Source: an optimization exercise on an open RTL-to-GDS flow (aim: small area, a short achievable clock period and few clock cycles). Production flows keep margins and buffers that such runs may drop. At most, simulation tests tie the RTL to the original design; equivalence was not proved. No functional check of the RTL was part of runs 1 and 2. Power is estimated from default activity; no workload was simulated.

==> flow/design.v <==
package shop_pkg;
	typedef logic [15:0] money_t;
	typedef logic [5:0]  item_num_t;
	typedef logic [11:0] exp_t;
	typedef logic [7:0]  user_id_t;
	typedef enum logic [1:0] {
		item_none,
		item_small,
		item_medium,
		item_large
	} item_id_e;
	typedef enum logic [1:0] {
		lvl_platinum = 2'd0,
		lvl_gold     = 2'd1,
		lvl_silver   = 2'd2,
		lvl_copper   = 2'd3
	} level_e;
	typedef enum logic [3:0] {
		act_none    = 4'd0,
		act_buy     = 4'd1,
		act_deposit = 4'd4
	} action_e;
	typedef enum logic [3:0] {
		no_err         = 4'd0,
		inv_not_enough = 4'd2,
		out_of_money   = 4'd3,
		inv_full       = 4'd4,
		wallet_full    = 4'd8
	} err_e;
	typedef struct packed {
		item_num_t large_num;
		item_num_t medium_num;
		item_num_t small_num;
		level_e    level;
		exp_t      exp;
	} shop_info_t;
	typedef struct packed {
		item_id_e  item_id;
		item_num_t item_num;
		user_id_t  seller_id;
	} shop_hist_t;
	typedef struct packed {
		money_t     money;
		shop_hist_t shop_history;
	} user_info_t;
	typedef struct packed {
		shop_info_t shop;
		user_info_t user;
	} account_t;
	typedef union packed {
		money_t money;
		struct packed {
			logic [7:0] pad;
			user_id_t   val;
		} id;
		struct packed {
			logic [11:0] pad;
			action_e     val;
		} action;
		struct packed {
			logic [13:0] pad;
			item_id_e    val;
		} item;
		struct packed {
			logic [9:0] pad;
			item_num_t  val;
		} count;
	} data_in_t;
	typedef enum logic [3:0] {
		s_idle,
		s_user_req,
		s_user_wait,
		s_input,
		s_seller_req,
		s_seller_wait,
		s_buy_calc,
		s_dep_calc,
		s_seller_wr,
		s_seller_wr_wait,
		s_user_wr,
		s_user_wr_wait,
		s_out
	} state_e;
	localparam money_t price_small  = 16'd100;
	localparam money_t price_medium = 16'd200;
	localparam money_t price_large  = 16'd300;
	localparam money_t fee_platinum = 16'd10;
	localparam money_t fee_gold     = 16'd30;
	localparam money_t fee_silver   = 16'd50;
	localparam money_t fee_copper   = 16'd70;
	localparam exp_t exp_small  = 12'd20;
	localparam exp_t exp_medium = 12'd40;
	localparam exp_t exp_large  = 12'd60;
	localparam exp_t exp_to_silver   = 12'd1000;
	localparam exp_t exp_to_gold     = 12'd2500;
	localparam exp_t exp_to_platinum = 12'd4000;
	localparam money_t money_max = 16'd65535;
	localparam int dram_word_bits = 64;
endpackage
`timescale 1ns/1ps
module cnt_mul
(
	input  logic [1:0] item,
	input  logic [5:0] cnt,
	output logic [7:0] nk      
);
	assign nk = (item[0] ? 8'(cnt) : 8'd0) + (item[1] ? 8'({cnt, 1'b0}) : 8'd0);
endmodule
module price_mul
(
	input  logic [7:0]  nk,
	output logic [14:2] pk,
	output logic [11:2] xk
);
	logic [12:0] pa, pb, pc, ps, pcy;
	assign pa  = 13'({nk, 4'd0});
	assign pb  = 13'({nk, 3'd0});
	assign pc  = 13'(nk);
	assign ps  = pa ^ pb ^ pc;
	assign pcy = (pa & pb) | (pa & pc) | (pb & pc);
	assign pk  = ps + {pcy[11:0], 1'b0};
	assign xk  = 10'({nk, 2'd0}) + 10'(nk);
endmodule
module fee_lut
(
	input  logic [1:0] level,
	output logic [6:0] fee_m2
);
	always_comb begin
		case (level)
			2'd0:    fee_m2 = 7'd8;
			2'd1:    fee_m2 = 7'd28;
			2'd2:    fee_m2 = 7'd48;
			default: fee_m2 = 7'd68;
		endcase
	end
endmodule
module money_sub
(
	input  logic [15:0] money,
	input  logic [16:0] opb,      
	input  logic [6:0]  fee_m2,
	output logic [16:0] m_diff
);
	logic [16:0] op_a, op_c, cs_s, cs_c;
	assign op_a   = {1'b0, money};
	assign op_c   = ~{10'd0, fee_m2};
	assign cs_s   = op_a ^ opb ^ op_c;
	assign cs_c   = (op_a & opb) | (op_a & op_c) | (opb & op_c);
	assign m_diff = cs_s + {cs_c[15:0], 1'b0};
endmodule
module exp_upd
(
	input  logic [11:0] exp_in,
	input  logic [1:0]  lvl,
	input  logic [11:0] xk,
	output logic [11:0] exp_new,
	output logic [1:0]  lvl_new
);
	logic [12:0] e_sum;
	assign e_sum = 13'(exp_in) + 13'(xk);
	always_comb begin
		lvl_new = lvl;
		exp_new = e_sum[11:0];
		case (lvl)
			2'd3: if (e_sum >= 13'd1000) begin lvl_new = 2'd2; exp_new = 12'd0; end
			2'd2: if (e_sum >= 13'd2500) begin lvl_new = 2'd1; exp_new = 12'd0; end
			2'd1: if (e_sum >= 13'd4000) begin lvl_new = 2'd0; exp_new = 12'd0; end
			default: exp_new = 12'd0;
		endcase
	end
endmodule
module hold_add
(
	input  logic [17:0] holds,    
	input  logic [1:0]  item,
	input  logic [5:0]  cnt,
	output logic [6:0]  sum
);
	logic [5:0] h;
	always_comb begin
		case (item)
			2'd1:    h = holds[5:0];
			2'd2:    h = holds[11:6];
			2'd3:    h = holds[17:12];
			default: h = 6'd0;
		endcase
	end
	assign sum = 7'(h) + 7'(cnt);
endmodule
module hold_sub
(
	input  logic [17:0] holds,    
	input  logic [1:0]  item,
	input  logic [5:0]  cnt,
	output logic [5:0]  diff
);
	logic [5:0] h;
	always_comb begin
		case (item)
			2'd1:    h = holds[5:0];
			2'd2:    h = holds[11:6];
			2'd3:    h = holds[17:12];
			default: h = 6'd0;
		endcase
	end
	assign diff = h - cnt;
endmodule
module dep_add
(
	input  logic [15:0] money,
	input  logic [15:0] amount,
	output logic [16:0] sum
);
	assign sum = 17'(money) + 17'(amount);
endmodule
module sell_money
(
	input  logic [15:0] money,
	input  logic [14:0] pk,
	output logic [15:0] money_new
);
	logic [16:0] s;
	assign s = 17'(money) + 17'(pk);
	assign money_new = s[16] ? 16'hffff : s[15:0];
endmodule
module stock_chk
(
	input  logic [17:0] holds,    
	input  logic [1:0]  item,
	input  logic [5:0]  cnt,
	output logic        ok
);
	function automatic logic ge6(input logic [5:0] h, input logic [5:0] c);
		logic g;
		g = 1'b1;
		for (int i = 0; i < 6; i++)
			g = (h[i] & ~c[i]) | ((h[i] | ~c[i]) & g);
		ge6 = g;
	endfunction
	logic ge1, ge2, ge3;
	assign ge1 = ge6(holds[5:0],   cnt);
	assign ge2 = ge6(holds[11:6],  cnt);
	assign ge3 = ge6(holds[17:12], cnt);
	always_comb begin
		case (item)
			2'd1:    ok = ge1;
			2'd2:    ok = ge2;
			2'd3:    ok = ge3;
			default: ok = cnt == 6'd0;
		endcase
	end
endmodule
`timescale 1ns/1ps
module online_shop
(
	input  logic         clk,
	input  logic         inf,
	input  logic [15:0]  data_in,
	input  logic         id_valid,
	input  logic         act_valid,
	input  logic         item_valid,
	input  logic         num_valid,
	input  logic         amnt_valid,
	input  logic         c_out_valid,
	input  logic [63:0]  c_data_r,
	output logic         c_in_valid,
	output logic         c_r_wb,
	output logic [7:0]   c_addr,
	output logic [63:0]  c_data_w,
	output logic         out_valid,
	output logic [3:0]   err_msg,
	output logic         complete,
	output logic [31:0]  out_info
);
	localparam int IDLE  = 0;   
	localparam int UREQ  = 1;   
	localparam int UWAIT = 2;   
	localparam int HAVEU = 3;   
	localparam int DCALC = 4;   
	localparam int SREQ  = 5;   
	localparam int SWAIT = 6;   
	localparam int WREQ  = 7;   
	localparam int WWAIT = 8;   
	localparam int SERR  = 9;   
	localparam int NST   = 10;
	logic [NST-1:0] st;
	logic [NST-1:0] nst;
	logic           pend;
	logic           can_req;
	logic [7:0]  uid;
	logic [7:0]  sid;
	logic [7:0]  xin;       
	logic        got_sid;
	logic        got_amt;
	logic [16:0] opb;       
	logic [11:0] xk;        
	logic [63:0] wbuf;
	logic [63:0] sbuf;
	logic        inv_full_q;
	logic        req;
	logic        rd;
	logic [7:0]  addr_n;
	logic        ovld;
	logic [3:0]  err_n;
	wire [1:0] item = xin[7:6];
	wire [5:0] cnt  = xin[5:0];
	assign c_data_w = wbuf;
	assign out_info = {mreg[15:0], xin[7:0], sid};
	always_ff @(posedge clk or negedge inf) begin
		if (!inf)
			pend <= 1'b0;
		else
			pend <= c_in_valid || (pend && !c_out_valid);
	end
	assign can_req = !c_in_valid && (!pend || c_out_valid);
	always_ff @(posedge clk) begin
		if (id_valid && st[IDLE])
			uid <= data_in[7:0];
		if (st[DCALC])
			{xin[7:0], sid} <= {ua_dep[7:0], ua_dep[15:8]};
		else if (st[SERR])
			{xin[7:0], sid} <= 16'd0;
		else begin
			if (id_valid && !st[IDLE])
				sid <= data_in[7:0];
			if (num_valid)
				xin[5:0] <= data_in[5:0];
			if (item_valid)
				xin[7:6] <= data_in[1:0];
		end
		if (id_valid && st[IDLE]) begin
			got_sid <= 1'b0;
			got_amt <= 1'b0;
		end else begin
			if (id_valid)
				got_sid <= 1'b1;
			if (amnt_valid)
				got_amt <= 1'b1;
		end
	end
	logic [7:0]  nk;
	logic [7:0]  nk_n;
	logic [14:2] pk_n;
	logic [11:2] xk_n;
	cnt_mul u_cnt_mul (.item(item), .cnt(data_in[5:0]), .nk(nk_n));
	price_mul u_price_mul (.nk(nk), .pk(pk_n), .xk(xk_n));
	always_ff @(posedge clk) begin
		if (num_valid)
			nk <= nk_n;
		if (amnt_valid)
			opb <= {1'b0, data_in};
		else if (!got_amt)
			opb <= ~{2'b00, pk_n, 2'b00};
		xk <= {xk_n, 2'b00};
	end
	logic [63:0] ua, sa, ra;
	assign ua = {wbuf[39:32], wbuf[47:40], wbuf[55:48], wbuf[63:56],
	             wbuf[7:0],   wbuf[15:8],  wbuf[23:16], wbuf[31:24]};
	assign sa = {sbuf[39:32], sbuf[47:40], sbuf[55:48], sbuf[63:56],
	             sbuf[7:0],   sbuf[15:8],  sbuf[23:16], sbuf[31:24]};
	assign ra = {c_data_r[39:32], c_data_r[47:40], c_data_r[55:48], c_data_r[63:56],
	             c_data_r[7:0],   c_data_r[15:8],  c_data_r[23:16], c_data_r[31:24]};
	logic [6:0]  fee_m2;
	logic [16:0] m_diff;    
	logic [16:0] mreg;      
	logic        mwb;       
	logic [11:0] exp_new;
	logic [1:0]  lvl_new;
	logic [6:0]  u_hsum;
	logic        inv_full;
	logic [63:0] ua_buy, ua_buy_w;
	fee_lut   u_fee  (.level(ua[45:44]), .fee_m2(fee_m2));
	money_sub u_msub (.money(ua[31:16]), .opb(opb), .fee_m2(fee_m2), .m_diff(m_diff));
	exp_upd   u_exp  (.exp_in(ua[43:32]), .lvl(ua[45:44]), .xk(xk), .exp_new(exp_new), .lvl_new(lvl_new));
	hold_add  u_uadd (.holds(ua[63:46]), .item(item), .cnt(cnt), .sum(u_hsum));
	assign inv_full = u_hsum[6];
	always_comb begin
		ua_buy = ua;
		case (item)
			2'd1: ua_buy[51:46] = u_hsum[5:0];
			2'd2: ua_buy[57:52] = u_hsum[5:0];
			2'd3: ua_buy[63:58] = u_hsum[5:0];
			default: ;
		endcase
		ua_buy[45:44] = lvl_new;
		ua_buy[43:32] = exp_new;
		ua_buy[15:0]  = {item, cnt, sid};
	end
	assign ua_buy_w = {ua_buy[39:32], ua_buy[47:40], ua_buy[55:48], ua_buy[63:56],
	                   ua_buy[7:0],   ua_buy[15:8],  ua_buy[23:16], ua_buy[31:24]};
	logic [16:0] d_sum;
	logic        ovf;
	logic [63:0] ua_dep;
	dep_add u_dep (.money(ua[31:16]), .amount(opb[15:0]), .sum(d_sum));
	assign ovf    = d_sum[16];
	assign ua_dep = {wbuf[63:16], d_sum[7:0], d_sum[15:8]};
	logic [15:0] s_money;
	logic [5:0]  s_hdiff;
	logic [63:0] sa_new, sa_new_w;
	sell_money u_smon (.money(sa[31:16]), .pk(~opb[14:0]), .money_new(s_money));
	hold_sub   u_ssub (.holds(sa[63:46]), .item(item), .cnt(cnt), .diff(s_hdiff));
	always_comb begin
		sa_new = sa;
		case (item)
			2'd1: sa_new[51:46] = s_hdiff;
			2'd2: sa_new[57:52] = s_hdiff;
			2'd3: sa_new[63:58] = s_hdiff;
			default: ;
		endcase
		sa_new[31:16] = s_money;
	end
	assign sa_new_w = {sa_new[39:32], sa_new[47:40], sa_new[55:48], sa_new[63:56],
	                   sa_new[7:0],   sa_new[15:8],  sa_new[23:16], sa_new[31:24]};
	logic stock_ok;
	stock_chk u_stock (.holds(ra[63:46]), .item(item), .cnt(cnt), .ok(stock_ok));
	logic [3:0] buy_err;
	logic stock_ok_q;
	always_ff @(posedge clk)
		stock_ok_q <= stock_ok;
	assign buy_err  = inv_full_q ? 4'd4 : !stock_ok_q ? 4'd2 : mreg[16] ? 4'd3 : 4'd0;
	logic u_go, sid_now, amt_now, buy_ok, u_req;
	assign u_go    = st[HAVEU] || (st[UWAIT] && c_out_valid);
	assign sid_now = got_sid || id_valid;
	assign amt_now = got_amt || amnt_valid;
	assign buy_ok  = !inv_full_q && !mreg[16] && stock_ok;
	assign u_req   = ((st[IDLE] && id_valid) || st[UREQ]) && can_req;
	always_comb begin
		nst[IDLE]  = (st[IDLE] && !id_valid) || (st[DCALC] && !ovf) || st[SERR] || (st[WWAIT] && c_out_valid);
		nst[UREQ]  = ((st[IDLE] && id_valid) || st[UREQ]) && !can_req;
		nst[UWAIT] = u_req || (st[UWAIT] && !c_out_valid);
		nst[HAVEU] = u_go && !sid_now && !amt_now;
		nst[DCALC] = u_go && !sid_now && amt_now;
		nst[SREQ]  = u_go && sid_now;
		nst[SWAIT] = st[SREQ] || (st[SWAIT] && !c_out_valid);
		nst[WREQ]  = st[SWAIT] && c_out_valid && buy_ok;
		nst[SERR]  = (st[SWAIT] && c_out_valid && !buy_ok) || (st[DCALC] && ovf);
		nst[WWAIT] = st[WREQ] || (st[WWAIT] && !c_out_valid);
		req  = u_req || nst[SREQ] || (st[DCALC] && !ovf) || nst[WREQ] || (st[WWAIT] && c_out_valid);
		ovld = (st[DCALC] && !ovf) || st[SERR] || (st[WWAIT] && c_out_valid);
		rd   = st[IDLE] || st[UREQ] || st[UWAIT] || st[HAVEU];
		err_n = !st[SERR] ? 4'd0 : got_amt ? 4'd8 : buy_err;
		if (st[IDLE])
			addr_n = data_in[7:0];
		else if (st[UWAIT] || st[HAVEU])
			addr_n = id_valid ? data_in[7:0] : sid;
		else if (st[WREQ] || st[WWAIT])
			addr_n = sid;
		else
			addr_n = uid;
	end
	always_ff @(posedge clk or negedge inf) begin
		if (!inf) begin
			st         <= NST'(1) << IDLE;
			c_in_valid <= 1'b0;
			out_valid  <= 1'b0;
		end else begin
			st         <= nst;
			c_in_valid <= req;
			out_valid  <= ovld;
		end
	end
	always_ff @(posedge clk) begin
		c_r_wb   <= rd;
		c_addr   <= addr_n;
		err_msg  <= err_n;
		complete <= (err_n == 4'd0);
	end
	always_ff @(posedge clk) begin
		if (st[UWAIT])
			wbuf <= c_data_r;
		else if (st[SREQ])
			wbuf <= ua_buy_w;
		else if (mwb)
			{wbuf[7:0], wbuf[15:8]} <= mreg[15:0];
		else if (st[DCALC])
			wbuf <= ua_dep;
		else if (st[WREQ])
			wbuf <= sa_new_w;
		sbuf <= c_data_r;
		mwb  <= st[SREQ];
		if (st[SREQ])
			mreg <= m_diff;
		else if (st[DCALC] || st[SERR])
			mreg <= 17'd0;
		if (st[SREQ])
			inv_full_q <= inv_full;
	end
endmodule
==> flow/flow/run.sh <==
#!/bin/bash
# Own flow: the standard layout (standard.sh, unchanged synthesis and steps) with two
# extra ORFS settings passed on make's command line:
#  - port buffers are buf_1 cells instead of the default delay-buffer cells;
set -euo pipefail
cd "$(dirname "$0")/.."
bash standard.sh \
  "BUFFER_PORTS_ARGS=-buffer_cell sky130_fd_sc_hd__buf_1" \
  SETUP_SLACK_MARGIN=5.8 \
  finish > flow_make.log 2>&1
==> flow/standard.sh <==
#!/bin/bash
# synth_recipe.tcl (not shown) runs the flow's synth.tcl, then flattens the netlist and writes it again
# the make line also repeats each setting of config.mk as NAME=value (left out here)
make -C /OpenROAD-flow-scripts/flow DESIGN_CONFIG=/design/flow/config.mk WORK_HOME=/design/flow/orfs CLKGATE_MAP_FILE= SYNTH_SCRIPT=/design/flow/synth_recipe.tcl "${@:-finish}"
==> flow/config.mk <==
export PLATFORM = sky130hd
export DESIGN_NAME = online_shop
export DESIGN_NICKNAME = online_shop
export VERILOG_FILES = /design/flow/design.v
export SDC_FILE = /design/flow/constraint.sdc
export NUM_CORES = 4
export LEC_CHECK = 0
export CAP_MARGIN = 20
export CORE_MARGIN = 2
export CORE_UTILIZATION = 50
export CTS_CLUSTER_DIAMETER = 100
export CTS_CLUSTER_SIZE = 20
export SLEW_MARGIN = 20
==> flow/constraint.sdc <==
create_clock -name core_clock -period 9.0 [get_ports {clk}]
set_input_delay 1.8000 -clock core_clock [delete_from_list [all_inputs] [get_ports {clk}]]
set_output_delay 1.8000 -clock core_clock [all_outputs]
set_load 0.01 [all_outputs]
==> impl_metrics.py, run 1 <==
metrics = {
    "routing": {
        "wl_per_cell_um": 19.7,
        "dr.pass1.iters": 7,
        "drt-initial-drc-count": 927,
        "wl_um": 38400,
        "viasPerCell": 5.66,
        "antenna_left": 0,
        "route.detailed.drc": 0,
        "vias": 11000,
    },
    "timing": {
        "maxSlewViolCount": 0,
        "setup_viol": 0,
        "slew_headroom": 0.329,
        "rsz0062_at_grt": "yes",
        "max_freq_ghz": 0.286,
        "final_hold_viol_count": 0,
        "fin_crit_sh": 0.388,
        "worst_slew_pin_slew_ps": 998,
        "finalSetupTns_ps": 0,
        "fin_skew_ps": 18.3,
        "hold_ws_ps": 477,
        "layout_setup_ws_ps": 5510,
        "min_period_ps": 3490,
    },
    "die": {
        "num_io_pins": 200,
        "start_util": 0.509,
        "rows": 60,
        "die_w_um": 170,
        "dieArea_um2": 28800,
        "die_y_um": 170,
        "coreArea_um2": 27000,
    },
    "critical_path": {
        "cp_max_fo": 3,
        "criticalPathCategory": "flop to flop",
        "cp-startpoint": "wbuf[53]$_DFFE_PP_",
        "crit_chain": "buf_6, ha_4, nor2_4, fa_2, ha_4, a21oi_2, o211ai_1, a41oi_2, a21oi_2, a211oi_2, a21oi_2, or3_1, and3_1",
        "critPathSlowestCell": "fa_2",
        "cpPeakStageDelay_ps": 610,
        "endpoint_kind": "flop",
        "arrival_ps": 3740,
        "critical_path_required_ps": 9250,
        "cp_common_cell": "a21oi_2",
        "cp-start-kind": "flop",
        "r2r-start": "wbuf[53]$_DFFE_PP_",
    },
    "yosys": {
        "yosys_most_used_dff": "edfxtp_1",
        "ys_ff_latch": 236,
        "synth_top_area_frac": 0.285,
        "ys_async_sr_fraction": 0.0551,
        "seq_area_frac_synth": 0.444,
        "synth_area_leaders": "edfxtp_1 (28%), dfxtp_1 (14%), ha_1 (9.6%)",
        "synth_edf_count": 130,
        "yosysUniqueCellTypes": 86,
        "yosys.area.top_type": "edfxtp_1",
        "synth_common_cells": "inv_1 (131), edfxtp_1 (130), nand2_1 (125)",
        "netlist_instances": 1392,
        "syn_avg_cell_area_um2": 9.85,
        "syn_nets": 1602,
        "yosysWarnings": 6,
        "synth_most_common_cell": "inv_1",
        "syn_area_um2": 13700,
    },
    "worst_hold_path": {
        "hold_path.class": "flop to flop",
        "min-delay-start": "opb[16]$_SDFFE_PP0N_",
    },
    "placed_design": {
        "dp.cells": 1877,
        "place_congestion": 0.913,
        "io_buffers": 198,
        "placed_area_um2": 14700,
        "dp_worst_setup_slack_ps": 5190,
        "hpwl_um": 28000,
    },
    "clock_tree": {
        "htree_num_levels": 1,
        "cts.clk_slew.worst_paths_ps": 80,
        "root_buffer": "clkbuf_16",
        "clkSinkCount": 236,
        "cts_buffers": 15,
        "cts_tree": "built",
        "insertion_delay_ps": 500,
        "clock_path_buffers": 3,
        "cts.hold.buffers_added": 0,
    },
    "final_layout": {
        "layout-drive-gt1-share": 0.102,
        "layout.nets": 1812,
        "final_cell_count_no_fill": 1951,
        "antenna_cells": 0,
        "syn2layout_area_growth_pct": 15.8,
        "final_area_um2": 15900,
    },
    "power": {
        "leakage_nw": 6.36,
        "pwr_density_cell_nw_per_um2": 169,
        "peakVddDrop_mv": 0.107,
    },
    "grt": {
        "grt_max_degree": 74,
        "grt_pass1_wl_um": 58600,
        "grt_pass1_vias": 10600,
        "track_usage": 0.261,
        "antenna_found_initial": 1,
        "grt_overflow_total": 0,
    },
    "run": {
        "maxCapViolations": 0,
    },
    "run_status": {
        "status": "finished clean",
    },
}
sequential cells by signal, indices dropped and copies added, names as in the netlist, 10 cells and up:
name / count
mreg: 17
opb: 17
sbuf: 64
st: 10
wbuf: 64
xk: 10
critical path: cells and delay by family (launching register included):
family / cells / cell delay, ps
AO/OA/AOI/OAI: 6 / 1180
adder cells (fa/ha/maj): 3 / 990
flip-flops: 1 / 400
AND/OR/NAND/NOR: 3 / 550
buffers and inverters: 1 / 130
layer usage:
metal | track usage | up-vias | share of wire
met5 | 0 | - | 0.00029
met4 | 0.0606 | 2 | 0.026
met3 | 0.0282 | 60 | 0.050
met2 | 0.448 | 337 | 0.48
met1 | 0.355 | 5280 | 0.45
li1 | - | 5365 | -
what timing repair did:
item	CTS	global route
setup endpoints to repair	35	47
resized for setup	33	43
buffers inserted	22	25
cloned	0	2
pin swaps	21	26
final timing paths:
| kind | endpoint | slack (ps) | cells past startpoint |
|---|---|---|---|
| max | mreg[16]$_SDFFCE_PN0P_ | 5510 | 13 |
| min | opb[16]$_SDFFE_PP0N_ | 480 | 2 |
| max reg2reg | mreg[16]$_SDFFCE_PN0P_ | 5510 | 13 |
| min reg2reg | opb[16]$_SDFFE_PP0N_ | 480 | 2 |
| max in group asynchronous | st[2]$_DFF_PN0_ | 7170 | 1 |
| min in group asynchronous | st[1]$_DFF_PN0_ | 1320 | 1 |
through the flow:
| step | utilization | total power, W |
|---|---|---|
| after floorplan | - | 0.00173 |
| after global placement | 0.545 | 0.00190 |
| after detailed placement | 0.545 | 0.00191 |
| after CTS | 0.574 | 0.00265 |
| after global routing | 0.589 | 0.00282 |
| final | 0.589 | 0.00268 |
where the power goes:
group	internal, W	switching (W)	total (W)
sequential	0.00119	0.0000344	0.00122
clock	0.000331	0.000363	0.000694
combinational	0.000327	0.000439	0.000766
total	0.00185	0.000836	0.00268
cells by family after synthesis:
kind of cell / count (synthesis) / synth area share
buffers and inverters: 196 / 0.0589
xor gates and xnor gates: 61 / 0.0389
adders and majority gates: 129 / 0.126
and+or+nand+nor: 358 / 0.125
DFF: 236 / 0.444
AOI/OAI and AO/OA: 375 / 0.179
muxes: 37 / 0.0275
layout by cell type, fill, tap and decap left out, drive strengths merged, types with 12 or more instances in the layout:
cell type    n
fa          17
and2        20
nor2b       24
xnor2       42
buf        252
clkbuf      28
a21o        22
nand3       16
mux2i       31
edfxtp     130
nand2      125
inv        130
dfxtp       93
nand2b      24
a211oi      19
ha         105
dfrtp       12
o21ai      108
a21oi       91
xor2        19
nor3        21
a22o        12
nor2        86
a22oi       21
cell type report:
type / instances / area (µm²)
Clock buffer: 25 / 433
Tap cell: 341 / 427
Timing Repair Buffer: 255 / 1230
Sequential cell: 236 / 6100
Fill cell: 2373 / 11100
Multi-Input combinational cell: 961 / 7180
Inverter: 133 / 505
==> run 2: changes to the inputs <==
--- a/flow/design.v
+++ b/flow/design.v
@@ -142,10 +142,13 @@
 	input  logic [6:0]  fee_m2,
-	output logic [16:0] m_diff
+	input  logic        c9,       
+	output logic [9:0]  lo,       
+	output logic [16:9] hi
 );
 	logic [16:0] op_a, op_c, cs_s, cs_c;
-	assign op_a   = {1'b0, money};
-	assign op_c   = ~{10'd0, fee_m2};
-	assign cs_s   = op_a ^ opb ^ op_c;
-	assign cs_c   = (op_a & opb) | (op_a & op_c) | (opb & op_c);
-	assign m_diff = cs_s + {cs_c[15:0], 1'b0};
+	assign op_a = {1'b0, money};
+	assign op_c = ~{10'd0, fee_m2};
+	assign cs_s = op_a ^ opb ^ op_c;
+	assign cs_c = (op_a & opb) | (op_a & op_c) | (opb & op_c);
+	assign lo   = 10'(cs_s[8:0]) + 10'({cs_c[7:0], 1'b0});
+	assign hi   = cs_s[16:9] + cs_c[15:8] + 8'(c9);
 endmodule
@@ -364,4 +367,7 @@
 	logic [6:0]  fee_m2;
-	logic [16:0] m_diff;    
+	logic [9:0]  m_lo;      
+	logic [16:9] m_hi;      
+	logic        c9_q;      
 	logic [16:0] mreg;      
+	logic        money_low;
 	logic        mwb;       
@@ -373,3 +379,5 @@
 	fee_lut   u_fee  (.level(ua[45:44]), .fee_m2(fee_m2));
-	money_sub u_msub (.money(ua[31:16]), .opb(opb), .fee_m2(fee_m2), .m_diff(m_diff));
+	money_sub u_msub (.money(ua[31:16]), .opb(opb), .fee_m2(fee_m2), .c9(c9_q),
+	                  .lo(m_lo), .hi(m_hi));
+	assign money_low = mwb ? m_hi[16] : mreg[16];
 	exp_upd   u_exp  (.exp_in(ua[43:32]), .lvl(ua[45:44]), .xk(xk), .exp_new(exp_new), .lvl_new(lvl_new));
@@ -425,3 +433,3 @@
 	assign amt_now = got_amt || amnt_valid;
-	assign buy_ok  = !inv_full_q && !mreg[16] && stock_ok;
+	assign buy_ok  = !inv_full_q && !money_low && stock_ok;
 	assign u_req   = ((st[IDLE] && id_valid) || st[UREQ]) && can_req;
@@ -474,3 +482,3 @@
 		else if (mwb)
-			{wbuf[7:0], wbuf[15:8]} <= mreg[15:0];
+			{wbuf[7:0], wbuf[15:8]} <= {m_hi[15:9], mreg[8:0]};
 		else if (st[DCALC])
@@ -482,5 +490,11 @@
 		if (st[SREQ])
-			mreg <= m_diff;
+			c9_q <= m_lo[9];
+		if (st[SREQ])
+			mreg[8:0] <= m_lo[8:0];
+		else if (st[DCALC] || st[SERR])
+			mreg[8:0] <= 9'd0;
+		if (mwb)
+			mreg[16:9] <= m_hi;
 		else if (st[DCALC] || st[SERR])
-			mreg <= 17'd0;
+			mreg[16:9] <= 8'd0;
 		if (st[SREQ])
==> impl_metrics.py, run 2 <==
metrics = {
    "yosys": {
        "yosys.area.top_type": "edfxtp_1",
        "syn_avg_cell_area_um2": 10.1,
        "syn_area_um2": 13500,
        "yosysUniqueCellTypes": 83,
        "synth_most_common_cell": "edfxtp_1",
        "ys_ff_latch": 237,
        "yosysWarnings": 6,
        "synth_area_leaders": "edfxtp_1 (29%), dfxtp_1 (14%), ha_1 (9.6%)",
        "syn_nets": 1549,
        "seq_area_frac_synth": 0.453,
        "yosys_most_used_dff": "edfxtp_1",
        "synth_common_cells": "edfxtp_1 (131), inv_1 (121), nand2_1 (121)",
        "ys_async_sr_fraction": 0.0549,
        "netlist_instances": 1338,
        "synth_edf_count": 131,
        "synth_top_area_frac": 0.291,
    },
    "final_layout": {
        "antenna_cells": 0,
        "layout.nets": 1740,
        "syn2layout_area_growth_pct": 14.2,
        "final_cell_count_no_fill": 1878,
        "layout-drive-gt1-share": 0.0898,
        "final_cell_mix": "buf_1 (193), edfxtp_1 (131), inv_1 (121), nand2_1 (121), ha_1 (101)",
        "layout_commonest_cell": "buf_1",
        "largestRegisters": "sbuf (64), wbuf (64)",
    },
    "critical_path": {
        "criticalPathCategory": "input pin to flop",
        "endpoint_kind": "flop",
        "r2r-start": "opb[10]$_DFFE_PP_",
        "cp_max_fo": 3,
        "cp-startpoint": "c_data_r[54]",
        "critical_path_required_ps": 9360,
        "cp-start-kind": "input pin",
        "arrival_ps": 3870,
    },
    "grt": {
        "track_usage": 0.257,
        "grt_pass1_wl_um": 56800,
        "grt_max_degree": 85,
        "grt_pass1_vias": 10000,
        "antenna_found_initial": 0,
        "grt_overflow_total": 0,
    },
    "timing": {
        "fin_crit_sh": 0.390,
        "slew_headroom": 0.262,
        "max_freq_ghz": 0.285,
        "worst_slew_pin_slew_ps": 1110,
        "finalSetupTns_ps": 0,
        "final_hold_viol_count": 0,
        "setup_viol": 0,
        "layout_setup_ws_ps": 5490,
        "min_period_ps": 3510,
        "rsz0062_at_grt": "yes",
        "fin_skew_ps": 13.6,
        "maxSlewViolCount": 0,
    },
    "run_status": {
        "status": "finished clean",
    },
    "die": {
        "rows": 60,
        "coreArea_um2": 26700,
        "num_io_pins": 200,
        "die_y_um": 168,
        "dieArea_um2": 28400,
        "die_w_um": 168,
        "start_util": 0.506,
    },
    "routing": {
        "antenna_left": 0,
        "viasPerCell": 5.60,
        "dr.pass1.iters": 5,
        "drt-initial-drc-count": 834,
        "wl_per_cell_um": 19.9,
        "wl_um": 37400,
        "vias": 10500,
        "route.detailed.drc": 0,
    },
    "clock_tree": {
        "insertion_delay_ps": 490,
        "cts.hold.buffers_added": 0,
        "cts.clk_slew.worst_paths_ps": 80,
        "clkSinkCount": 237,
        "htree_num_levels": 1,
        "cts_buffers": 15,
        "clock_path_buffers": 3,
        "root_buffer": "clkbuf_16",
        "cts_tree": "built",
    },
    "placed_design": {
        "hpwl_um": 27700,
        "dp.cells": 1825,
        "io_buffers": 198,
        "place_congestion": 0.899,
        "dp_worst_setup_slack_ps": 4930,
    },
    "worst_hold_path": {
        "hold_path.class": "flop to flop",
        "min-delay-start": "stock_ok_q$_DFF_P_",
    },
    "run": {
        "maxCapViolations": 0,
    },
    "power": {
        "power_w": 0.00579,
        "pwr_density_cell_nw_per_um2": 375,
        "leakage_nw": 6.37,
        "peakVddDrop_mv": 0.200,
    },
}
## run 2: power by group
| part | leakage, nW | total, W | switching, W | internal (W) |
|---|---|---|---|---|
| clock | 0.207 | 0.000686 | 0.000363 | 0.000322 |
| combinational | 3.98 | 0.00328 | 0.00199 | 0.00129 |
| sequential | 2.19 | 0.00182 | 0.000238 | 0.00158 |
## run 2: final cells by class
class | instances | area [µm²]
Clock inverter | 1 | 3.75
Tap cell | 341 | 427
Timing Repair Buffer | 235 | 1110
Sequential cell | 237 | 6130
Clock buffer | 24 | 419
Multi-Input combinational cell | 911 | 6860
Inverter | 129 | 492
Fill cell | 2468 | 11300
## run 2: final timing paths
check | to | cells after the start | slack (ps)
setup / recovery | c_in_valid$_DFF_PN0_ | 9 | 5490
hold / removal | err_msg[0]$_DFF_P_ | 2 | 440
setup reg to reg | c_in_valid$_DFF_PN0_ | 12 | 5730
hold reg to reg | err_msg[0]$_DFF_P_ | 2 | 440
max in group asynchronous | st[2]$_DFF_PN0_ | 1 | 7160
min in group asynchronous | st[4]$_DFF_PN0_ | 1 | 1320
## run 2: logic make-up after synthesis
group	after synthesis	share of synthesized area
buffers and inverters	190	0.0591
and+or+nand+nor	335	0.123
xor gates and xnor gates	61	0.0395
AOI/OAI and AO/OA	343	0.163
adders and majority gates	132	0.132
muxes	40	0.0308
DFF	237	0.453
## run 2: metal layers
| layer | share of wire | GRT usage | vias up |
|---|---|---|---|
| met5 | 0 | 0 | - |
| met4 | 0.022 | 0.0566 | 0 |
| met3 | 0.063 | 0.0353 | 48 |
| met2 | 0.46 | 0.429 | 334 |
| met1 | 0.46 | 0.359 | 5015 |
| li1 | - | - | 5111 |
## run 2: critical path, cell delays in order
cell      delay (ps)
clkbuf_2         110
nand2b_4         140
maj3_2           300
maj3_2           300
maj3_2           300
o21bai_2         110
and4b_4          290
nor4_4            60
or4b_1           460
## run 2: through the flow
step           utilization  cell area, µm²  hold slack (ps)
6_report             0.578           15400              438
2_1_floorplan            -           13500              416
3_5_place_dp         0.541           14500              432
4_1_cts              0.563           15000              443
3_3_place_gp         0.541           14500              425
5_1_grt              0.578           15400              465
## run 2: what timing repair did
action | CTS | global route
pin swaps | 4 | 13
gates cloned | 0 | 2
setup buffers | 5 | 21
endpoints found under the setup margin | 47 | 48
resized for setup | 25 | 45
==> run 3: changes to the inputs <==
--- a/flow/design.v
+++ b/flow/design.v
@@ -319,2 +319,4 @@
 	assign can_req = !c_in_valid && (!pend || c_out_valid);
+	logic req_q;
+	assign c_in_valid = req_q || st[WREQ];
 	always_ff @(posedge clk) begin
@@ -446,3 +448,3 @@
 		nst[WWAIT] = st[WREQ] || (st[WWAIT] && !c_out_valid);
-		req  = u_req || nst[SREQ] || (st[DCALC] && !ovf) || nst[WREQ] || (st[WWAIT] && c_out_valid);
+		req  = u_req || nst[SREQ] || (st[DCALC] && !ovf) || (st[WWAIT] && c_out_valid);
 		ovld = (st[DCALC] && !ovf) || st[SERR] || (st[WWAIT] && c_out_valid);
@@ -462,3 +464,3 @@
 			st         <= NST'(1) << IDLE;
-			c_in_valid <= 1'b0;
+			req_q      <= 1'b0;
 			out_valid  <= 1'b0;
@@ -466,3 +468,3 @@
 			st         <= nst;
-			c_in_valid <= req;
+			req_q      <= req;
 			out_valid  <= ovld;
--- a/flow/flow/run.sh
+++ b/flow/flow/run.sh
@@ -8,3 +8,3 @@
   "BUFFER_PORTS_ARGS=-buffer_cell sky130_fd_sc_hd__buf_1" \
-  SETUP_SLACK_MARGIN=5.8 \
+  SETUP_SLACK_MARGIN=6.0 \
   finish > flow_make.log 2>&1
==> impl_metrics.py, run 3 <==
metrics = {
    "yosys": {
        "synth-simple-area-share": 0.108,
        "yosysUniqueCellTypes": 75,
        "synth_compound_area_frac": 0.182,
        "ys_async_sr_fraction": 0.0549,
        "ys_ff_latch": 237,
        "seq_area_frac_synth": 0.454,
        "synth_top_area_frac": 0.292,
        "synth_area_leaders": "edfxtp_1 (29%), dfxtp_1 (14%), ha_1 (9.6%)",
        "syn_area_um2": 13500,
        "synth_edf_count": 131,
        "synth-xor-area-share": 0.0435,
        "yosysWarnings": 6,
        "synth_common_cells": "edfxtp_1 (131), inv_1 (119), nand2_1 (110)",
        "synth_adder_area_share": 0.129,
        "netlist_instances": 1322,
        "synth_most_common_cell": "edfxtp_1",
        "synth.area.mux_share": 0.0279,
        "yosys.area.top_type": "edfxtp_1",
        "syn_nets": 1533,
        "yosys_most_used_dff": "edfxtp_1",
        "synth_top_family_by_area": "compound AO/OA/AOI/OAI gates",
        "syn_avg_cell_area_um2": 10.2,
    },
    "timing": {
        "maxSlewViolCount": 0,
        "slew_headroom": 0.353,
        "final_hold_viol_count": 0,
        "fin_skew_ps": 23.7,
        "min_period_ps": 3170,
        "finalSetupTns_ps": 0,
        "rsz0062_at_grt": "yes",
        "setup_viol": 0,
        "fin_crit_sh": 0.352,
        "max_freq_ghz": 0.316,
        "worst_slew_pin_slew_ps": 971,
    },
    "run_status": {
        "status": "finished clean",
    },
    "routing": {
        "drt-initial-drc-count": 681,
        "viasPerCell": 5.68,
        "wl_um": 39200,
        "antenna_left": 0,
        "vias": 10800,
        "route.detailed.drc": 0,
        "dr.pass1.iters": 5,
        "wl_per_cell_um": 20.7,
    },
    "power": {
        "pwr_density_cell_nw_per_um2": 329,
        "clock_power_share": 0.131,
        "pwr-share-seq": 0.316,
        "power_w": 0.00528,
        "peakVddDrop_mv": 0.194,
        "switching_share": 0.425,
        "leakage_nw": 6.54,
        "power_switching_w": 0.00224,
        "internal_power_w": 0.00303,
        "p_comb_frac": 0.552,
    },
    "die": {
        "num_io_pins": 200,
        "die_y_um": 168,
        "start_util": 0.505,
        "rows": 60,
        "dieArea_um2": 28300,
        "die_w_um": 168,
        "coreArea_um2": 26700,
    },
    "clock_tree": {
        "clock_path_buffers": 3,
        "insertion_delay_ps": 510,
        "root_buffer": "clkbuf_16",
        "clkSinkCount": 237,
        "cts.clk_slew.worst_paths_ps": 80,
        "cts_buffers": 15,
        "cts_tree": "built",
        "htree_num_levels": 1,
    },
    "worst_hold_path": {
        "hold_path.class": "flop to flop",
        "hold_depth": 2,
    },
    "final_layout": {
        "layout.nets": 1756,
        "layout_commonest_cell": "buf_1",
        "largestRegisters": "sbuf (64), wbuf (64)",
        "final_cell_mix": "buf_1 (187), edfxtp_1 (131), inv_1 (111)",
        "syn2layout_area_growth_pct": 19.0,
        "layout-drive-gt1-share": 0.148,
        "n_fill_cell": 2352,
        "post-route-util": 0.601,
    },
    "grt": {
        "grt_pass1_vias": 10400,
        "grt_max_degree": 68,
        "grt_pass1_wl_um": 58700,
        "grt_overflow_total": 0,
        "track_usage": 0.268,
        "antenna_found_initial": 1,
    },
    "critical_path": {
        "critical_path_required_ps": 7200,
        "worstRegToRegCells": 12,
        "reg2reg_to": "wbuf[3]$_DFFE_PP_",
        "crit_end": "c_data_w[53]",
        "cp_max_fo": 3,
        "cp-startpoint": "wbuf[53]$_DFFE_PP_",
        "cp-start-kind": "flop",
        "r2r-start": "opb[0]$_SDFFCE_PN1P_",
        "rrSetupSlack_ps": 6000,
        "criticalPathCategory": "flop to output port",
        "endpoint_kind": "output port",
        "arrival_ps": 1370,
    },
    "placed_design": {
        "io_buffers": 198,
        "place_congestion": 0.919,
        "hpwl_um": 27600,
    },
    "run": {
        "maxCapViolations": 0,
    },
}
run 3: cell types whose count changed in the layout (fill, tap and decap cells not counted), sizes merged, moves of 6 or more:
cell     previous run  this run
inv               130       119
buf               230       264
a21oi              67        81
nand2             122       110
a22o               13        20
nor3               20        14
o21ai             108        94
a2bb2oi             1         9
run 3: layout make-up:
| class | count | area [µm²] | area share |
|---|---|---|---|
| clock inverters | 1 | 8.76 | 0.000545 |
| diodes | 1 | 2.50 | 0.000156 |
| multi-input cells | 901 | 7160 | 0.446 |
| inverters | 120 | 459 | 0.0286 |
| flip-flops and latches | 237 | 6130 | 0.382 |
| repair buffers | 269 | 1450 | 0.0902 |
| clock buffers | 23 | 415 | 0.0259 |
| repair inverters | 1 | 7.51 | 0.000468 |
| well taps | 341 | 427 | 0.0266 |
run 3: per-stage QoR:
step | std cells | setup WS (ps) | hold WS (ps) | instance area, µm²
2_1_floorplan | 1322 | 5680 | 402 | 13600
3_3_place_gp | 1809 | 5280 | 435 | 14500
3_5_place_dp | 1809 | 5300 | 437 | 14500
4_1_cts | 1874 | 5910 | 446 | 15600
5_1_grt | 1894 | 5800 | 483 | 16100
6_report | 1894 | 5830 | 448 | 16100
run 3: per-layer routing:
layer / vias to the layer above / GRT usage / wire length, µm
met5: - / 0 / 0
met4: 0 / 0.0990 / 1390
met3: 65 / 0.0357 / 2140
met2: 344 / 0.447 / 18500
met1: 5198 / 0.357 / 17100
li1: 5158 / - / -
run 3: logic make-up (layout without fill, tap and decap cells):
| logic type | count (synthesis) | after routing |
|---|---|---|
| AOI/OAI and AO/OA | 367 | 367 |
| xor gates and xnor gates | 67 | 67 |
| adders and majority gates | 129 | 129 |
| buffers and inverters | 184 | 414 |
| DFF | 237 | 237 |
| muxes | 36 | 36 |
| other | 0 | 1 |
| and+or+nand+nor | 302 | 302 |
run 3: worst max-delay path, stage by stage, from the launching register on:
cell      delay [ps]
edfxtp_1         470
buf_4            180
buf_6            110
buf_6            110
run 3: worst min-delay path by stage:
stage / slack, ps / endpoint / startpoint
2_1_floorplan: 400 / mwb$_DFF_P_ / st[5]$_DFF_PN0_
3_3_place_gp: 430 / err_msg[0]$_DFF_P_ / stock_ok_q$_DFF_P_
3_5_place_dp: 440 / err_msg[0]$_DFF_P_ / stock_ok_q$_DFF_P_
4_1_cts: 450 / err_msg[0]$_DFF_P_ / stock_ok_q$_DFF_P_
5_1_grt: 480 / err_msg[0]$_DFF_P_ / stock_ok_q$_DFF_P_
6_report: 450 / err_msg[0]$_DFF_P_ / stock_ok_q$_DFF_P_
run 3: timing repair:
item,4_1_cts,5_1_grt
gates resized for setup,63,87
setup endpoints to repair,67,80
hold endpoints to repair,0,0
pin swaps,17,42
cloned,2,2
hold buffers,0,0
setup buffers,39,17
run 3: power groups by stage:
| stage | Combinational (W) | Clock [W] | Sequential [W] |
|---|---|---|---|
| floorplan | 0.00179 | 0 | 0.00167 |
| global placement | 0.00244 | 0 | 0.00170 |
| detailed placement | 0.00247 | 0 | 0.00170 |
| CTS | 0.00266 | 0.000713 | 0.00166 |
| global route | 0.00321 | 0.000748 | 0.00169 |
| finish | 0.00292 | 0.000694 | 0.00167 |
Testbench counts of run 3, summed over its fixed seeds: cycles 28,975.
==> run 4: changes to the inputs <==
--- a/flow/flow/run.sh
+++ b/flow/flow/run.sh
@@ -8,3 +8,3 @@
   "BUFFER_PORTS_ARGS=-buffer_cell sky130_fd_sc_hd__buf_1" \
-  SETUP_SLACK_MARGIN=6.0 \
+  SETUP_SLACK_MARGIN=5.7 \
   finish > flow_make.log 2>&1
==> impl_metrics.py, run 4 <==
metrics = {
    "grt": {
        "grt_pass1_wl_um": 55400,
        "antenna_found_initial": 0,
        "track_usage": 0.251,
        "grt_overflow_total": 0,
        "grt_max_degree": 70,
        "grt_pass1_vias": 10000,
    },
    "placed_design": {
        "dp.cells": 1809,
        "dp_worst_setup_slack_ps": 5220,
        "place_congestion": 0.916,
        "io_buffers": 198,
        "hpwl_um": 27300,
    },
    "yosys": {
        "ys_async_sr_fraction": 0.0549,
        "seq_area_frac_synth": 0.454,
        "syn_nets": 1533,
        "synth_most_common_cell": "edfxtp_1",
        "synth_edf_count": 131,
        "syn_avg_cell_area_um2": 10.2,
        "ys_ff_latch": 237,
        "synth_top_area_frac": 0.292,
        "yosysUniqueCellTypes": 75,
        "netlist_instances": 1322,
        "yosys_most_used_dff": "edfxtp_1",
        "syn_area_um2": 13500,
        "synth_common_cells": "edfxtp_1 (131), inv_1 (119), nand2_1 (110)",
        "yosys.area.top_type": "edfxtp_1",
        "synth_area_leaders": "edfxtp_1 (29%), dfxtp_1 (14%), ha_1 (9.6%)",
        "yosysWarnings": 6,
    },
    "die": {
        "rows": 60,
        "die_y_um": 168,
        "dieArea_um2": 28300,
        "coreArea_um2": 26700,
        "num_io_pins": 200,
        "start_util": 0.505,
        "die_w_um": 168,
    },
    "final_layout": {
        "n_fill_cell": 2400,
        "regArea_um2": 6130,
        "final_cell_count_no_fill": 1838,
        "antenna_cells": 0,
        "multi_input_area_um2": 6710,
        "final_cell_mix": "buf_1 (197), edfxtp_1 (131), inv_1 (119)",
        "layout.nets": 1700,
        "largestRegisters": "sbuf (64), wbuf (64)",
        "layout_commonest_cell": "buf_1",
        "layout-drive-gt1-share": 0.0588,
        "syn2layout_area_growth_pct": 11.3,
    },
    "critical_path": {
        "rrSetupSlack_ps": 5860,
        "reg2reg_to": "mreg[8]$_SDFFCE_PN0P_",
        "critPathTopFamily": "compound AO/OA/AOI/OAI gates",
        "cp-start-kind": "input pin",
        "endpoint_kind": "flop",
        "worstRegToRegCells": 11,
        "critical_path_required_ps": 9390,
        "crit_end": "st[9]$_DFF_PN0_",
        "path_buf_inv": 1,
        "path_depth": 9,
        "cp_common_cell": "maj3_2",
        "arrival_ps": 3630,
        "cp-startpoint": "c_data_r[34]",
        "cpPeakStageDelay_ps": 330,
        "crit_chain": "buf_1, nand2b_4, maj3_2, maj3_2, o221a_2, a21oi_1, o211ai_1, nor2b_2, o22ai_1",
        "cp_max_fo": 3,
        "r2r-start": "wbuf[52]$_DFFE_PP_",
        "criticalPathCategory": "input pin to flop",
        "critPathSlowestCell": "maj3_2",
    },
    "power": {
        "leakage_nw": 6.10,
        "p_comb_frac": 0.515,
        "power_switching_w": 0.00206,
        "peakVddDrop_mv": 0.157,
        "pwr-share-seq": 0.343,
        "switching_share": 0.423,
        "power_w": 0.00487,
        "internal_power_w": 0.00281,
        "clock_power_share": 0.141,
        "pwr_density_cell_nw_per_um2": 324,
    },
    "timing": {
        "fin_skew_ps": 13.4,
        "slew_headroom": 0.293,
        "worst_slew_pin_slew_ps": 1050,
        "maxSlewViolCount": 0,
        "min_period_ps": 3250,
        "max_freq_ghz": 0.308,
        "hold_ws_ps": 444,
        "rsz0062_at_grt": "yes",
        "finalSetupTns_ps": 0,
        "final_hold_viol_count": 0,
        "layout_setup_ws_ps": 5750,
        "setup_viol": 0,
        "fin_crit_sh": 0.361,
    },
    "routing": {
        "route.detailed.drc": 0,
        "wl_per_cell_um": 19.6,
        "drt-initial-drc-count": 673,
        "viasPerCell": 5.60,
        "dr.pass1.iters": 5,
        "wl_um": 36000,
        "vias": 10300,
        "antenna_left": 0,
    },
    "worst_hold_path": {
        "hold_path.class": "flop to flop",
    },
    "clock_tree": {
        "clkSinkCount": 237,
        "cts_tree": "built",
        "insertion_delay_ps": 490,
        "clock_path_buffers": 3,
        "cts_buffers": 15,
        "root_buffer": "clkbuf_16",
        "cts.clk_slew.worst_paths_ps": 80,
        "htree_num_levels": 1,
    },
    "run_status": {
        "status": "finished clean",
    },
    "run": {
        "maxCapViolations": 0,
    },
}
## run 4: cell count changes in the layout (fill, tap and decap cells not counted), sizes merged
cell | previous run | this run
buf | 264 | 213
bufbuf | 2 | 0
clkbuf | 25 | 26
clkdlybuf4s15 | 1 | 0
clkinvlp | 2 | 0
diode | 1 | 0
## run 4: cell families (layout without fill, tap and decap cells)
kind of cell	after synthesis	after routing	share of synthesized area
DFF	237	237	0.454
and+or+nand+nor	302	302	0.108
muxes	36	36	0.0279
adders and majority gates	129	129	0.129
AOI/OAI and AO/OA	367	367	0.182
xor gates and xnor gates	67	67	0.0435
buffers and inverters	184	359	0.0557
## run 4: layout make-up
cell class                 instances  share of cell area
timing repair buffer             214              0.0578
multi-input combinational        901               0.447
tap                              341              0.0284
sequential                       237               0.408
clock buffer                      25              0.0284
inverter                         120              0.0300
## run 4: tightest hold or removal path: cells and delay by family, from the launching register on
family / cells / cell delay [ps]
flip-flops: 1 / 310
AND/OR/NAND/NOR: 2 / 90
## run 4: power groups by stage
stage | clock network (W) | registers [W] | logic [W]
after global routing | 0.000743 | 0.00170 | 0.00280
after global placement | 0 | 0.00169 | 0.00244
after detailed placement | 0 | 0.00169 | 0.00246
final | 0.000688 | 0.00167 | 0.00251
after floorplan | 0 | 0.00167 | 0.00178
after CTS | 0.000706 | 0.00167 | 0.00248
## run 4: metal layers
layer | vias up | global-route usage | wire, µm
met5 | - | 0 | 0
met4 | 0 | 0.0716 | 838
met3 | 43 | 0.0369 | 1840
li1 | 5047 | - | -
met2 | 290 | 0.419 | 16800
met1 | 4911 | 0.340 | 16500
## run 4: stage by stage
step / area, µm² / util
after global routing: 15000 / 0.562
after detailed placement: 14500 / 0.541
final: 15000 / 0.562
after floorplan: 13500 / -
after CTS: 14900 / 0.558
after global placement: 14500 / 0.541
## run 4: worst min path at each step
stage	slack [ps]	startpoint	cells past startpoint	to
after floorplan	400	st[5]$_DFF_PN0_	0	mwb$_DFF_P_
after global placement	440	stock_ok_q$_DFF_P_	2	err_msg[0]$_DFF_P_
after detailed placement	430	stock_ok_q$_DFF_P_	2	err_msg[0]$_DFF_P_
after CTS	450	stock_ok_q$_DFF_P_	2	err_msg[0]$_DFF_P_
after global routing	480	stock_ok_q$_DFF_P_	2	err_msg[0]$_DFF_P_
final	440	stock_ok_q$_DFF_P_	2	err_msg[0]$_DFF_P_
## run 4: timing repair
item | in CTS | in global routing
hold buffers | 0 | 0
gates resized for setup | 3 | 17
buffers inserted | 0 | 4
endpoints found under the setup margin | 7 | 23
pin swaps | 0 | 4
==> run 5: changes to the inputs <==
--- a/flow/flow/run.sh
+++ b/flow/flow/run.sh
@@ -8,3 +8,3 @@
   "BUFFER_PORTS_ARGS=-buffer_cell sky130_fd_sc_hd__buf_1" \
-  SETUP_SLACK_MARGIN=5.7 \
+  SETUP_SLACK_MARGIN=5.8 \
   finish > flow_make.log 2>&1
--- a/flow/config.mk
+++ b/flow/config.mk
@@ -11,3 +11,3 @@
 export CTS_CLUSTER_DIAMETER = 100
-export CTS_CLUSTER_SIZE = 20
+export CTS_CLUSTER_SIZE = 25
 export SLEW_MARGIN = 20
==> impl_metrics.py, run 5 <==
metrics = {
    "run_status": {
        "status": "finished clean",
    },
    "yosys": {
        "netlist_instances": 1322,
        "yosys.area.top_type": "edfxtp_1",
        "syn_area_um2": 13500,
        "synth_common_cells": "edfxtp_1 (131), inv_1 (119), nand2_1 (110)",
        "syn_avg_cell_area_um2": 10.2,
        "ys_async_sr_fraction": 0.0549,
        "synth_most_common_cell": "edfxtp_1",
        "synth_edf_count": 131,
        "seq_area_frac_synth": 0.454,
        "syn_nets": 1533,
        "yosysUniqueCellTypes": 75,
        "yosysWarnings": 6,
        "yosys_most_used_dff": "edfxtp_1",
        "ys_ff_latch": 237,
        "synth_top_area_frac": 0.292,
        "synth_area_leaders": "edfxtp_1 (29%), dfxtp_1 (14%), ha_1 (9.6%)",
    },
    "placed_design": {
        "hpwl_um": 27300,
        "dp.cells": 1809,
        "place_congestion": 0.900,
        "io_buffers": 198,
    },
    "grt": {
        "grt_max_degree": 82,
        "antenna_found_initial": 0,
        "grt_pass1_vias": 10200,
        "grt_overflow_total": 0,
        "grt_pass1_wl_um": 55800,
        "track_usage": 0.252,
    },
    "timing": {
        "max_freq_ghz": 0.314,
        "slew_headroom": 0.386,
        "maxSlewViolCount": 0,
        "hold_ws_ps": 449,
        "fin_crit_sh": 0.354,
        "finalSetupTns_ps": 0,
        "final_hold_viol_count": 0,
        "worst_slew_pin_slew_ps": 920,
        "rsz0062_at_grt": "yes",
        "min_period_ps": 3190,
        "fin_skew_ps": 16.9,
        "setup_viol": 0,
    },
    "clock_tree": {
        "cts_buffers": 14,
        "insertion_delay_ps": 500,
        "clkSinkCount": 237,
        "clock_path_buffers": 3,
        "htree_num_levels": 1,
        "root_buffer": "clkbuf_16",
        "cts_tree": "built",
        "cts.clk_slew.worst_paths_ps": 90,
    },
    "final_layout": {
        "layout_commonest_cell": "buf_1",
        "final_cell_count_no_fill": 1845,
        "antenna_cells": 0,
        "post-route-util": 0.569,
        "layout.nets": 1707,
        "syn2layout_area_growth_pct": 12.8,
        "largestRegisters": "sbuf (64), wbuf (64)",
        "n_fill_cell": 2420,
        "layout-drive-gt1-share": 0.0771,
        "final_cell_mix": "buf_1 (195), edfxtp_1 (131), inv_1 (118)",
    },
    "routing": {
        "wl_um": 36700,
        "wl_per_cell_um": 19.9,
        "dr.pass1.iters": 5,
        "viasPerCell": 5.63,
        "antenna_left": 0,
        "route.detailed.drc": 0,
        "drt-initial-drc-count": 795,
        "vias": 10400,
    },
    "die": {
        "num_io_pins": 200,
        "die_y_um": 168,
        "rows": 60,
        "die_w_um": 168,
        "start_util": 0.505,
        "coreArea_um2": 26700,
        "dieArea_um2": 28300,
    },
    "power": {
        "peakVddDrop_mv": 0.238,
        "power_w": 0.00495,
        "leakage_nw": 6.18,
        "pwr_density_cell_nw_per_um2": 325,
    },
    "critical_path": {
        "endpoint_kind": "flop",
        "cp_max_fo": 2,
        "critical_path_required_ps": 9360,
        "arrival_ps": 3550,
        "crit_chain": "buf_1, inv_1, maj3_2, o22ai_1, a21oi_1, o32a_1, o211ai_1, nor2b_2, o22ai_1",
        "critPathTopFamily": "compound AO/OA/AOI/OAI gates",
        "criticalPathCategory": "input pin to flop",
        "cp_common_cell": "o22ai_1",
        "critPathSlowestCell": "o32a_1",
        "path_buf_inv": 2,
        "cpPeakStageDelay_ps": 330,
        "cp-start-kind": "input pin",
    },
    "run": {
        "maxCapViolations": 0,
    },
    "worst_hold_path": {
        "hold_path.class": "flop to flop",
    },
}
-- run 5: cell counts after synthesis --
Identical to the previous run, type by type.
-- run 5: layout make-up --
cell class / instances / area, µm² / area share
Clock buffer: 18 / 387 / 0.0254
Clock inverter: 6 / 48.8 / 0.00321
Inverter: 120 / 450 / 0.0296
Multi-Input combinational cell: 901 / 6820 / 0.448
Sequential cell: 237 / 6130 / 0.403
Tap cell: 341 / 427 / 0.0280
Timing Repair Buffer: 222 / 961 / 0.0631
-- run 5: metrics by stage --
step	worst slack, ps	area [µm²]
final	5810	15200
after global placement	5250	14500
after detailed placement	5250	14500
after CTS	5730	15000
after global routing	5700	15200
after floorplan	5680	13500
-- run 5: cells by family after synthesis --
family / count (synthesis) / share of synthesized area
DFF: 237 / 0.454
and+or+nand+nor: 302 / 0.108
muxes: 36 / 0.0279
adders and majority gates: 129 / 0.129
xor gates and xnor gates: 67 / 0.0435
AOI/OAI and AO/OA: 367 / 0.182
buffers and inverters: 184 / 0.0557
-- run 5: where the power goes --
group	total [W]	internal, W	switching (W)
registers	0.00167	0.00149	0.000182
logic	0.00258	0.00102	0.00156
clock network	0.000699	0.000317	0.000382
total	0.00495	0.00283	0.00212
-- run 5: path summary, 6_finish.rpt --
check | from | end | slack (ps) | cells past startpoint
max in group asynchronous | inf | st[2]$_DFF_PN0_ | 7140 | 1
min in group asynchronous | inf | out_valid$_DFF_PN0_ | 1330 | 1
min reg2reg | stock_ok_q$_DFF_P_ | err_msg[0]$_DFF_P_ | 450 | 2
min | stock_ok_q$_DFF_P_ | err_msg[0]$_DFF_P_ | 450 | 2
max | c_data_r[55] | st[9]$_DFF_PN0_ | 5810 | 9
max reg2reg | wbuf[52]$_DFFE_PP_ | mreg[8]$_SDFFCE_PN0P_ | 5860 | 11
-- run 5: repair_timing --
action                                  CTS  global route
hold buffers                              0             0
endpoints found under the setup margin   26            42
resized for setup                        12            40
setup buffers                             3             9
pin swaps                                 2            12
hold endpoints to repair                  0             0
-- run 5: layer usage --
| metal | part of all wire | track usage | vias to the layer above |
|---|---|---|---|
| li1 | - | - | 5054 |
| met1 | 0.46 | 0.343 | 4989 |
| met2 | 0.48 | 0.430 | 305 |
| met3 | 0.042 | 0.0308 | 39 |
| met4 | 0.020 | 0.0596 | 0 |
| met5 | 0 | 0 | - |
-- run 5: tightest hold or removal path, delay by kind of cell, from the launching register on --
family / cells / cell delay, ps
flip-flops: 1 / 320
AND/OR/NAND/NOR: 2 / 90
==> run 6: changes to the inputs <==
--- a/flow/config.mk
+++ b/flow/config.mk
@@ -11,3 +11,3 @@
 export CTS_CLUSTER_DIAMETER = 100
-export CTS_CLUSTER_SIZE = 25
+export CTS_CLUSTER_SIZE = 20
 export SLEW_MARGIN = 20
==> impl_metrics.py, run 6 <==
metrics = {
    "grt": {
        "grt_pass1_vias": 10200,
        "grt_max_degree": 82,
        "antenna_found_initial": 0,
        "grt_overflow_total": 0,
        "track_usage": 0.252,
        "grt_pass1_wl_um": 55900,
    },
    "yosys": {
        "yosysUniqueCellTypes": 75,
        "syn_area_um2": 13500,
        "syn_avg_cell_area_um2": 10.2,
        "synth_area_leaders": "edfxtp_1 (29%), dfxtp_1 (14%), ha_1 (9.6%)",
        "yosys_most_used_dff": "edfxtp_1",
        "yosysWarnings": 6,
        "syn_nets": 1533,
        "synth_common_cells": "edfxtp_1 (131), inv_1 (119), nand2_1 (110)",
        "yosys.area.top_type": "edfxtp_1",
        "synth_top_area_frac": 0.292,
        "ys_async_sr_fraction": 0.0549,
        "netlist_instances": 1322,
        "seq_area_frac_synth": 0.454,
        "synth_edf_count": 131,
        "ys_ff_latch": 237,
        "synth_most_common_cell": "edfxtp_1",
    },
    "timing": {
        "final_hold_viol_count": 0,
        "maxSlewViolCount": 0,
        "slew_headroom": 0.391,
        "fin_crit_sh": 0.351,
        "layout_setup_ws_ps": 5840,
        "rsz0062_at_grt": "yes",
        "hold_ws_ps": 447,
        "finalSetupTns_ps": 0,
        "max_freq_ghz": 0.317,
        "setup_viol": 0,
        "min_period_ps": 3160,
        "fin_skew_ps": 17.5,
        "worst_slew_pin_slew_ps": 913,
    },
    "clock_tree": {
        "clkSinkCount": 237,
        "insertion_delay_ps": 500,
        "cts.hold.buffers_added": 0,
        "clock_path_buffers": 3,
        "htree_num_levels": 1,
        "root_buffer": "clkbuf_16",
        "cts_buffers": 15,
        "cts.clk_slew.worst_paths_ps": 90,
        "cts_tree": "built",
    },
    "final_layout": {
        "layout-drive-gt1-share": 0.0764,
        "n_fill_cell": 2411,
        "final_cell_mix": "buf_1 (195), edfxtp_1 (131), inv_1 (118)",
        "layout.nets": 1708,
        "syn2layout_area_growth_pct": 12.8,
        "layout_commonest_cell": "buf_1",
        "largestRegisters": "sbuf (64), wbuf (64)",
        "antenna_cells": 0,
    },
    "critical_path": {
        "endpoint_kind": "output port",
        "rrSetupSlack_ps": 5900,
        "cp-start-kind": "flop",
        "cp_max_fo": 4,
        "critical_path_required_ps": 7200,
        "reg2reg_to": "mreg[8]$_SDFFCE_PN0P_",
        "arrival_ps": 1360,
        "r2r-start": "wbuf[52]$_DFFE_PP_",
        "cp-startpoint": "wbuf[52]$_DFFE_PP_",
        "criticalPathCategory": "flop to output port",
        "worstRegToRegCells": 11,
    },
    "die": {
        "coreArea_um2": 26700,
        "die_y_um": 168,
        "dieArea_um2": 28300,
        "start_util": 0.505,
        "rows": 60,
        "num_io_pins": 200,
        "die_w_um": 168,
    },
    "run": {
        "maxCapViolations": 0,
    },
    "worst_hold_path": {
        "hold_path.class": "flop to flop",
        "hold_depth": 2,
        "min-delay-start": "stock_ok_q$_DFF_P_",
        "holdPathEnd": "err_msg[0]$_DFF_P_",
    },
    "power": {
        "leakage_nw": 6.17,
        "pwr_density_cell_nw_per_um2": 325,
        "peakVddDrop_mv": 0.156,
    },
    "routing": {
        "drt-initial-drc-count": 851,
        "wl_um": 36700,
        "viasPerCell": 5.65,
        "route.detailed.drc": 0,
        "vias": 10400,
        "antenna_left": 0,
        "wl_per_cell_um": 19.9,
        "dr.pass1.iters": 5,
    },
    "placed_design": {
        "io_buffers": 198,
        "dp_worst_setup_slack_ps": 5250,
        "place_congestion": 0.900,
        "hpwl_um": 27300,
    },
    "run_status": {
        "status": "finished clean",
    },
}
-- run 6: cell types whose count changed in the layout (fill, tap and decap cells not counted), sizes merged --
cell | previous run | this run
clkbuf | 19 | 26
inv | 123 | 120
clkinv | 3 | 1
-- run 6: cell families after synthesis --
logic type      synth area share
buf+inv                   0.0557
simple gates               0.108
fa+ha+maj                  0.129
mux                       0.0279
flops                      0.454
xor+xnor                  0.0435
compound gates             0.182
-- run 6: power by group --
group	switching, W	internal [W]
sequential	0.000182	0.00149
clock	0.000372	0.000326
combinational	0.00156	0.00102
-- run 6: layout make-up --
type	count	area (µm²)	area share
repair buffers	222	952	0.0626
inverters	120	450	0.0296
flip-flops and latches	237	6130	0.403
clock buffers	25	423	0.0278
clock inverters	1	8.76	0.000575
multi-input cells	901	6830	0.449
well taps	341	427	0.0280
-- run 6: repair_timing --
item,4_1_cts,5_1_grt
pin swaps,3,10
setup endpoints to repair,26,43
endpoints found under the hold margin,0,0
gates cloned,0,0
setup buffers,3,9
gates resized for setup,13,40
-- run 6: worst max-delay path by stage --
stage / endpoint / slack (ps) / cells after the start
2_1_floorplan: st[7]$_DFF_PN0_ / 5680 / 8
3_3_place_gp: st[9]$_DFF_PN0_ / 5250 / 9
3_5_place_dp: st[9]$_DFF_PN0_ / 5250 / 9
4_1_cts: mreg[8]$_SDFFCE_PN0P_ / 5720 / 11
5_1_grt: mreg[8]$_SDFFCE_PN0P_ / 5750 / 12
6_report: c_data_w[52] / 5840 / 2
-- run 6: stage by stage --
stage	utilization	instance area [µm²]	std cells	power [W]
CTS	0.560	15000	1838	0.00488
floorplan	-	13500	1322	0.00345
global placement	0.541	14500	1809	0.00413
detailed placement	0.541	14500	1809	0.00415
finish	0.570	15200	1847	0.00495
global route	0.570	15200	1847	0.00533
-- run 6: per-layer routing --
metal  GRT usage  routed length, µm  up-vias
met1       0.343              16600     4998
li1            -                  -     5053
met3      0.0324               1840       47
met2       0.425              17400      335
met5           0                  0        -
met4      0.0712                868        0
-- run 6: critical path, stage by stage (launching register included) --
cell and delay (ps):
edfxtp_1 520, buf_4 180, buf_1 160

-- re-timing with driven ports --
No port has a modelled driver above. Below, the same layouts with a new extraction and two added sets of constraints. Step 1 assumes that a clkbuf_16 drives the clock port and a buf_2 every other input. Step 2 times the ports against the registers' clock, not the clock port: input delays grow and output delays shrink by t, the midpoint of the rising clock arrivals with the driver on. Three values: ideal, step 1, step 2; two values: the first two.
run	t, ns	setup WS [ns]	clock arrival spread, ns	worst data-port slew with drivers (ns)
run 1	0.538	5.507 / 5.507 / 5.291	0.019 / 0.020	0.08
run 2	0.534	5.489 / 5.514 / 4.981	0.014 / 0.013	0.07
run 3	0.548	5.834 / 5.785 / 5.305	0.025 / 0.024	0.08
run 4	0.535	5.754 / 5.721 / 5.238	0.014 / 0.014	0.06
run 5	0.538	5.812 / 5.803 / 5.294	0.020 / 0.019	0.06
run 6	0.540	5.844 / 5.796 / 5.327	0.017 / 0.017	0.06
After both steps every run listed still meets setup and hold. For run 3, which loses most, drivers alone change the setup slack by -0.049 ns; drivers and shift together by -0.529 ns.
